Background: an optimization exercise with open tools, aiming at small area, a short achievable clock period and few clock cycles per item. Do not read the settings as production practice.
At most, simulation tests tie the RTL to the original design; equivalence was not proved.
No activity file was given, so power comes from the tool's default toggle rates.

alpha:
==> flow/design.v (excerpt) <==
module elastic_alu (
	input logic clk,
	input logic rst,
	input logic [31:0] lhs,
	input logic [3:0] lhs_op,
	input logic lhs_valid,
	output logic lhs_ready,
	input logic [31:0] rhs,
	input logic rhs_valid,
	output logic rhs_ready,
	output logic [31:0] result,
	output logic result_valid,
	input logic result_ready
);
clock: 10.0 ns
lec_check: 0
cap_margin: 20
core_margin: 2
core_utilization: 40
slew_margin: 20
synth_hierarchical: 1
standard.sh (not shown) runs the stock make flow with config.mk's settings and CLKGATE_MAP_FILE= SYNTH_SCRIPT=/design/flow/synth_recipe.tcl, a recipe that flattens the netlist after the stock synthesis.
==> flow/flow/run.sh <==
#!/bin/bash
set -euo pipefail
MARGIN=${MARGIN:-6.5}
sed "s/\"\\\${@:-finish}\"/SETUP_SLACK_MARGIN=$MARGIN \"\${@:-finish}\"/" standard.sh > flow/standard_margin.sh
grep -q "SETUP_SLACK_MARGIN=$MARGIN" flow/standard_margin.sh
bash flow/standard_margin.sh > make_flow.log 2>&1
==> flow/flow/standard_margin.sh <==
#!/bin/bash
# The standard flow's own layout of this design, on the ORFS make targets given (by default finish). After
# finish it leaves the final layout's DEF at /design/flow/out/final.def.
set -euo pipefail
make -C /OpenROAD-flow-scripts/flow DESIGN_CONFIG=/design/flow/config.mk WORK_HOME=/design/flow/orfs CLKGATE_MAP_FILE= SYNTH_SCRIPT=/design/flow/synth_recipe.tcl CAP_MARGIN=20 CORE_MARGIN=2 CORE_UTILIZATION=40 SLEW_MARGIN=20 SYNTH_HIERARCHICAL=1 SETUP_SLACK_MARGIN=6.5 "${@:-finish}"
if [[ -f /design/flow/orfs/results/sky130hd/elastic_alu/base/6_final.odb ]]; then
  : # left out here: write the final layout as DEF
fi
alpha ended with every stage complete and zero timing, DRC or antenna violations.
The following lists how beta was set up differently from alpha:
==> flow/flow/run.sh <==
#!/bin/bash
# The standard layout (standard.sh) with two changes to the ORFS run:
#  - timing repair aims at a larger setup slack (SETUP_SLACK_MARGIN), so the
#    layout is sped up beyond the 10 ns clock it must meet;
#  - the port buffers are buf_2 cells rather than the delay-cell buffer that
#    buffer_ports picks by default (every port still gets its own buffer).
# The make output goes to make_flow.log; ORFS keeps each tool's log under orfs/logs.
set -euo pipefail
MARGIN=${MARGIN:-6.5}
PORTBUF=${PORTBUF:-sky130_fd_sc_hd__buf_2}
sed "s/\"\\\${@:-finish}\"/SETUP_SLACK_MARGIN=$MARGIN 'BUFFER_PORTS_ARGS=-buffer_cell $PORTBUF' \"\${@:-finish}\"/" standard.sh > flow/standard_own.sh
grep -q "SETUP_SLACK_MARGIN=$MARGIN" flow/standard_own.sh
bash flow/standard_own.sh > make_flow.log 2>&1
==> flow/flow/standard_own.sh (new file) <==
#!/bin/bash
# The standard flow's own layout of this design, on the ORFS make targets given (by default finish). After
# finish it leaves the final layout's DEF at /design/flow/out/final.def.
set -euo pipefail
make -C /OpenROAD-flow-scripts/flow DESIGN_CONFIG=/design/flow/config.mk WORK_HOME=/design/flow/orfs CLKGATE_MAP_FILE= SYNTH_SCRIPT=/design/flow/synth_recipe.tcl CAP_MARGIN=20 CORE_MARGIN=2 CORE_UTILIZATION=40 SLEW_MARGIN=20 SYNTH_HIERARCHICAL=1 SETUP_SLACK_MARGIN=6.5 'BUFFER_PORTS_ARGS=-buffer_cell sky130_fd_sc_hd__buf_2' "${@:-finish}"
if [[ -f /design/flow/orfs/results/sky130hd/elastic_alu/base/6_final.odb ]]; then
  : # left out here: write the final layout as DEF
fi
removed: flow/flow/standard_margin.sh
==> comparison <==
beta gives more worst max-slew margin expressed relative to the limit than alpha did.
Wire length ends up higher on beta.
Taking alpha as the reference, in beta global routing met2 resource utilization dropped 0.21 points; met3 routed wirelength increased by 570 um relative to the old numbers; async set-or-reset flop fraction in the synthesized netlist now sits at about the same level; final standard cell utilization of the core lost 0.43 points; net load switching power went down by about 3%.
Comparing final-layout fill cell count for alpha and beta, the bigger number came from beta.
Compared to alpha, beta has overall power after layout 1.3% lower.
No run of this note included a check of the RTL's function; only the layout flow was run.

---

elastic_alu, a different RTL version from the one above (not shown whole).
Size in the first run: about 2500 cells after synthesis, ~350 flip-flops, roughly 28000 um2 of cells after synthesis.
==> flow/design.v (excerpt) <==
module elastic_alu (
	input logic clk,
	input logic rst,
	input logic [31:0] lhs,
	input logic [3:0] lhs_op,
	input logic lhs_valid,
	output logic lhs_ready,
	input logic [31:0] rhs,
	input logic rhs_valid,
	output logic rhs_ready,
	output logic [31:0] result,
	output logic result_valid,
	input logic result_ready
);
	logic lv, rv, fire, adv;
	logic [31:0] a_l, a_r;
	logic [3:0] a_op;
	logic lbusy, rbusy, lv_n, rv_n, sv_n;
	assign fire = lv & rv & adv;
	assign lhs_ready = ~lbusy;
	assign rhs_ready = ~rbusy;
	logic l_en, r_en;
	assign l_en = ~lv | fire;
	assign r_en = ~rv | fire;
	assign lv_n = l_en ? lhs_valid : lv;
	assign rv_n = r_en ? rhs_valid : rv;
	always_ff @(posedge clk or posedge rst) begin
		if (rst) begin
			lv <= 1'b0;
			rv <= 1'b0;
			lbusy <= 1'b0;
			rbusy <= 1'b0;
		end else begin
			lv <= lv_n;
			rv <= rv_n;
			lbusy <= lv_n & ~(rv_n & ~sv_n);
			rbusy <= rv_n & ~(lv_n & ~sv_n);
		end
	end
	always_ff @(posedge clk) begin
		if (l_en) begin
			a_l <= lhs;
			a_op <= lhs_op;
		end
		if (r_en) begin
			a_r <= rhs;
		end
	end
	logic o_mul, o_sh, o_one, o_addr, o_subr, o_and, o_or, o_xor, o_cin, o_sgn, o_rt, o_s;
	logic [31:0] e_l, e_ad, fill;
	logic [15:0] e_one, e_two, e_neg;
	logic [32:0] rr;
	logic e_x0, eq, lt, e_cmp;
	logic [31:0] cl, cr;
	always_comb begin
		o_mul = (a_op == 4'd2);
		o_sh = (a_op == 4'd6) | (a_op == 4'd7) | (a_op == 4'd8);
  ...
Settings: LEC_CHECK=0, CAP_MARGIN=20, CORE_MARGIN=2, CORE_UTILIZATION=40, SLEW_MARGIN=20, SYNTH_HIERARCHICAL=1; clock period 10.0 ns.
==> flow/flow/run.sh <==
#!/bin/bash
# The standard layout (standard.sh) with two changes to the ORFS run:
#  - timing repair aims at a larger setup slack (SETUP_SLACK_MARGIN), so the
#    layout is sped up beyond the 10 ns clock it must meet;
#  - the port buffers are buf_2 cells rather than the delay-cell buffer that
#    buffer_ports picks by default (every port still gets its own buffer).
# The make output goes to make_flow.log; ORFS keeps each tool's log under orfs/logs.
set -euo pipefail
MARGIN=${MARGIN:-6.7}
PORTBUF=${PORTBUF:-sky130_fd_sc_hd__buf_2}
sed "s/\"\\\${@:-finish}\"/SETUP_SLACK_MARGIN=$MARGIN 'BUFFER_PORTS_ARGS=-buffer_cell $PORTBUF' \"\${@:-finish}\"/" standard.sh > flow/standard_own.sh
grep -q "SETUP_SLACK_MARGIN=$MARGIN" flow/standard_own.sh
bash flow/standard_own.sh > make_flow.log 2>&1
==> flow/flow/standard_own.sh <==
#!/bin/bash
# The standard flow's own layout of this design, on the ORFS make targets given (by default finish). After
# finish it leaves the final layout's DEF at /design/flow/out/final.def.
set -euo pipefail
make -C /OpenROAD-flow-scripts/flow DESIGN_CONFIG=/design/flow/config.mk WORK_HOME=/design/flow/orfs CLKGATE_MAP_FILE= SYNTH_SCRIPT=/design/flow/synth_recipe.tcl CAP_MARGIN=20 CORE_MARGIN=2 CORE_UTILIZATION=40 SLEW_MARGIN=20 SYNTH_HIERARCHICAL=1 SETUP_SLACK_MARGIN=6.7 'BUFFER_PORTS_ARGS=-buffer_cell sky130_fd_sc_hd__buf_2' "${@:-finish}"
if [[ -f /design/flow/orfs/results/sky130hd/elastic_alu/base/6_final.odb ]]; then
  : # left out here: write the final layout as DEF
fi
Testbench counts at the start, summed over its fixed seeds: cycles 16,032, items 16,000.
Rerun with:
--- a/flow/flow/run.sh
+++ b/flow/flow/run.sh
@@ -9 +9 @@
-MARGIN=${MARGIN:-6.7}
+MARGIN=${MARGIN:-6.3}
==> flow/flow/standard_own.sh (replaced) <==
#!/bin/bash
# The standard flow's own layout of this design, on the ORFS make targets given (by default finish). After
# finish it leaves the final layout's DEF at /design/flow/out/final.def.
set -euo pipefail
make -C /OpenROAD-flow-scripts/flow DESIGN_CONFIG=/design/flow/config.mk WORK_HOME=/design/flow/orfs CLKGATE_MAP_FILE= SYNTH_SCRIPT=/design/flow/synth_recipe.tcl CAP_MARGIN=20 CORE_MARGIN=2 CORE_UTILIZATION=40 SLEW_MARGIN=20 SYNTH_HIERARCHICAL=1 SETUP_SLACK_MARGIN=6.3 'BUFFER_PORTS_ARGS=-buffer_cell sky130_fd_sc_hd__buf_2' "${@:-finish}"
if [[ -f /design/flow/orfs/results/sky130hd/elastic_alu/base/6_final.odb ]]; then
  : # left out here: write the final layout as DEF
fi
=> The changed run ran to the end with no violations; first-iteration DRC count shrinks by 6.6%; cell area fell by 7.5%; die area stays the same; global-route usage falls by 0.78 points; routed wire length went down by 4.2%.
Rerun with:
--- a/flow/flow/run.sh
+++ b/flow/flow/run.sh
@@ -9 +9 @@
-MARGIN=${MARGIN:-6.3}
+MARGIN=${MARGIN:-6.5}
==> flow/flow/standard_own.sh (replaced) <==
#!/bin/bash
# The standard flow's own layout of this design, on the ORFS make targets given (by default finish). After
# finish it leaves the final layout's DEF at /design/flow/out/final.def.
set -euo pipefail
make -C /OpenROAD-flow-scripts/flow DESIGN_CONFIG=/design/flow/config.mk WORK_HOME=/design/flow/orfs CLKGATE_MAP_FILE= SYNTH_SCRIPT=/design/flow/synth_recipe.tcl CAP_MARGIN=20 CORE_MARGIN=2 CORE_UTILIZATION=40 'CTS_BUF_LIST=sky130_fd_sc_hd__clkbuf_8 sky130_fd_sc_hd__clkbuf_4' SLEW_MARGIN=20 SYNTH_HIERARCHICAL=1 SETUP_SLACK_MARGIN=6.5 'BUFFER_PORTS_ARGS=-buffer_cell sky130_fd_sc_hd__buf_2' "${@:-finish}"
if [[ -f /design/flow/orfs/results/sky130hd/elastic_alu/base/6_final.odb ]]; then
  : # left out here: write the final layout as DEF
fi
Settings changed: CTS_BUF_LIST set to sky130_fd_sc_hd__clkbuf_8 sky130_fd_sc_hd__clkbuf_4.
Power hardly moves.
Global-route usage grows by 0.28 points.
Routed wire length grows by 1.1%.
Rerun with:
==> flow/flow/standard_own.sh (replaced) <==
#!/bin/bash
# The standard flow's own layout of this design, on the ORFS make targets given (by default finish). After
# finish it leaves the final layout's DEF at /design/flow/out/final.def.
set -euo pipefail
make -C /OpenROAD-flow-scripts/flow DESIGN_CONFIG=/design/flow/config.mk WORK_HOME=/design/flow/orfs CLKGATE_MAP_FILE= SYNTH_SCRIPT=/design/flow/synth_recipe.tcl CAP_MARGIN=20 CORE_MARGIN=2 CORE_UTILIZATION=40 GPL_ROUTABILITY_DRIVEN=0 SLEW_MARGIN=20 SYNTH_HIERARCHICAL=1 SETUP_SLACK_MARGIN=6.5 'BUFFER_PORTS_ARGS=-buffer_cell sky130_fd_sc_hd__buf_2' "${@:-finish}"
if [[ -f /design/flow/orfs/results/sky130hd/elastic_alu/base/6_final.odb ]]; then
  : # left out here: write the final layout as DEF
fi
Settings changed: CTS_BUF_LIST sky130_fd_sc_hd__clkbuf_8 sky130_fd_sc_hd__clkbuf_4 to unset, GPL_ROUTABILITY_DRIVEN set to 0.
Result: Total power grows by 3.7%. Final area hardly moves. Wire length goes down by 5.4%. Hold slack gets worse by 0.0051 ns. Worst setup slack is worse by 0.0040 ns. Synthesized cell count does not change. Area after synthesis is unchanged. Sequential share of layout area stays flat. Fmax stays flat. Clock power climbs by about 8%.
Rerun with:
==> flow/flow/standard_own.sh (replaced) <==
#!/bin/bash
# The standard flow's own layout of this design, on the ORFS make targets given (by default finish). After
# finish it leaves the final layout's DEF at /design/flow/out/final.def.
set -euo pipefail
make -C /OpenROAD-flow-scripts/flow DESIGN_CONFIG=/design/flow/config.mk WORK_HOME=/design/flow/orfs CLKGATE_MAP_FILE= SYNTH_SCRIPT=/design/flow/synth_recipe.tcl CAP_MARGIN=20 CORE_MARGIN=2 CORE_UTILIZATION=40 SLEW_MARGIN=20 SYNTH_HIERARCHICAL=1 SETUP_SLACK_MARGIN=6.5 'BUFFER_PORTS_ARGS=-buffer_cell sky130_fd_sc_hd__buf_2' "${@:-finish}"
if [[ -f /design/flow/orfs/results/sky130hd/elastic_alu/base/6_final.odb ]]; then
  : # left out here: write the final layout as DEF
fi
Settings changed: GPL_ROUTABILITY_DRIVEN 0 to unset.
=> The changed run completed without violations; clock-buffer cell count came out higher by 2; core utilization came out lower by 0.11 points; synthesized cell count is unchanged; sequential cell count is unchanged; clock skew came out lower by 0.0045 ns; clock power came out lower by a few percent; register-to-register slack gains 0.03 ns; sequential share of layout area hardly moves; via count came out lower by a few percent.
Rerun with:
==> flow/flow/standard_own.sh (replaced) <==
#!/bin/bash
# The standard flow's own layout of this design, on the ORFS make targets given (by default finish). After
# finish it leaves the final layout's DEF at /design/flow/out/final.def.
set -euo pipefail
make -C /OpenROAD-flow-scripts/flow DESIGN_CONFIG=/design/flow/config.mk WORK_HOME=/design/flow/orfs CLKGATE_MAP_FILE= SYNTH_SCRIPT=/design/flow/synth_recipe.tcl CAP_MARGIN=20 CORE_MARGIN=2 CORE_UTILIZATION=40 PLACE_DENSITY=0.75 SLEW_MARGIN=20 SYNTH_HIERARCHICAL=1 SETUP_SLACK_MARGIN=6.5 'BUFFER_PORTS_ARGS=-buffer_cell sky130_fd_sc_hd__buf_2' "${@:-finish}"
if [[ -f /design/flow/orfs/results/sky130hd/elastic_alu/base/6_final.odb ]]; then
  : # left out here: write the final layout as DEF
fi
Settings changed: PLACE_DENSITY set to 0.75.
Result: Synthesized cell count stays the same; worst setup slack is worse by 0.053 ns; register-to-register slack loses 0.05 ns; utilization came out lower by 0.47 points; final area went down by 1.0%; routed wire length fell by 9.8%; sequential cell count does not change; power went down by 1.1%.

static timing again, ports no longer ideal:
No port has a modelled driver above. Below, the same layouts with a new extraction and two added sets of constraints. Step 1 (the two cells are an assumption about what drives the block):
set clk [get_ports {clk}]
set_driving_cell -lib_cell sky130_fd_sc_hd__clkbuf_16 $clk
set_driving_cell -lib_cell sky130_fd_sc_hd__buf_2 [delete_from_list [all_inputs] $clk]
Step 2 times the ports against the registers' clock, not the clock port: input delays grow and output delays shrink by t, the midpoint of the rising clock arrivals with the driver on. Slacks: no drivers / after step 1 / after step 2; pairs: no drivers / after step 1.
run | t (ns) | setup slack, ns | worst setup path at the end | clock arrival spread, ns
alpha | 0.631 | 6.449 / 6.449 / 6.449 | register to register | 0.035 / 0.035
beta | 0.628 | 6.495 / 6.495 / 6.495 | register to register | 0.019 / 0.020
the first run of note 2 | 0.642 | 6.625 / 6.625 / 6.625 | register to register | 0.046 / 0.046
the second run of note 2 | 0.641 | 6.347 / 6.347 / 6.347 | register to register | 0.030 / 0.029
the third run of note 2 | 0.715 | 6.545 / 6.545 / 6.545 | register to register | 0.037 / 0.038
the fourth run of note 2 | 0.631 | 6.541 / 6.541 / 6.541 | register to register | 0.035 / 0.035
the fifth run of note 2 | 0.631 | 6.573 / 6.573 / 6.573 | register to register | 0.028 / 0.028
the sixth run of note 2 | 0.615 | 6.520 / 6.520 / 6.520 | register to register | 0.031 / 0.030
After both steps setup and hold are still met in every run listed.
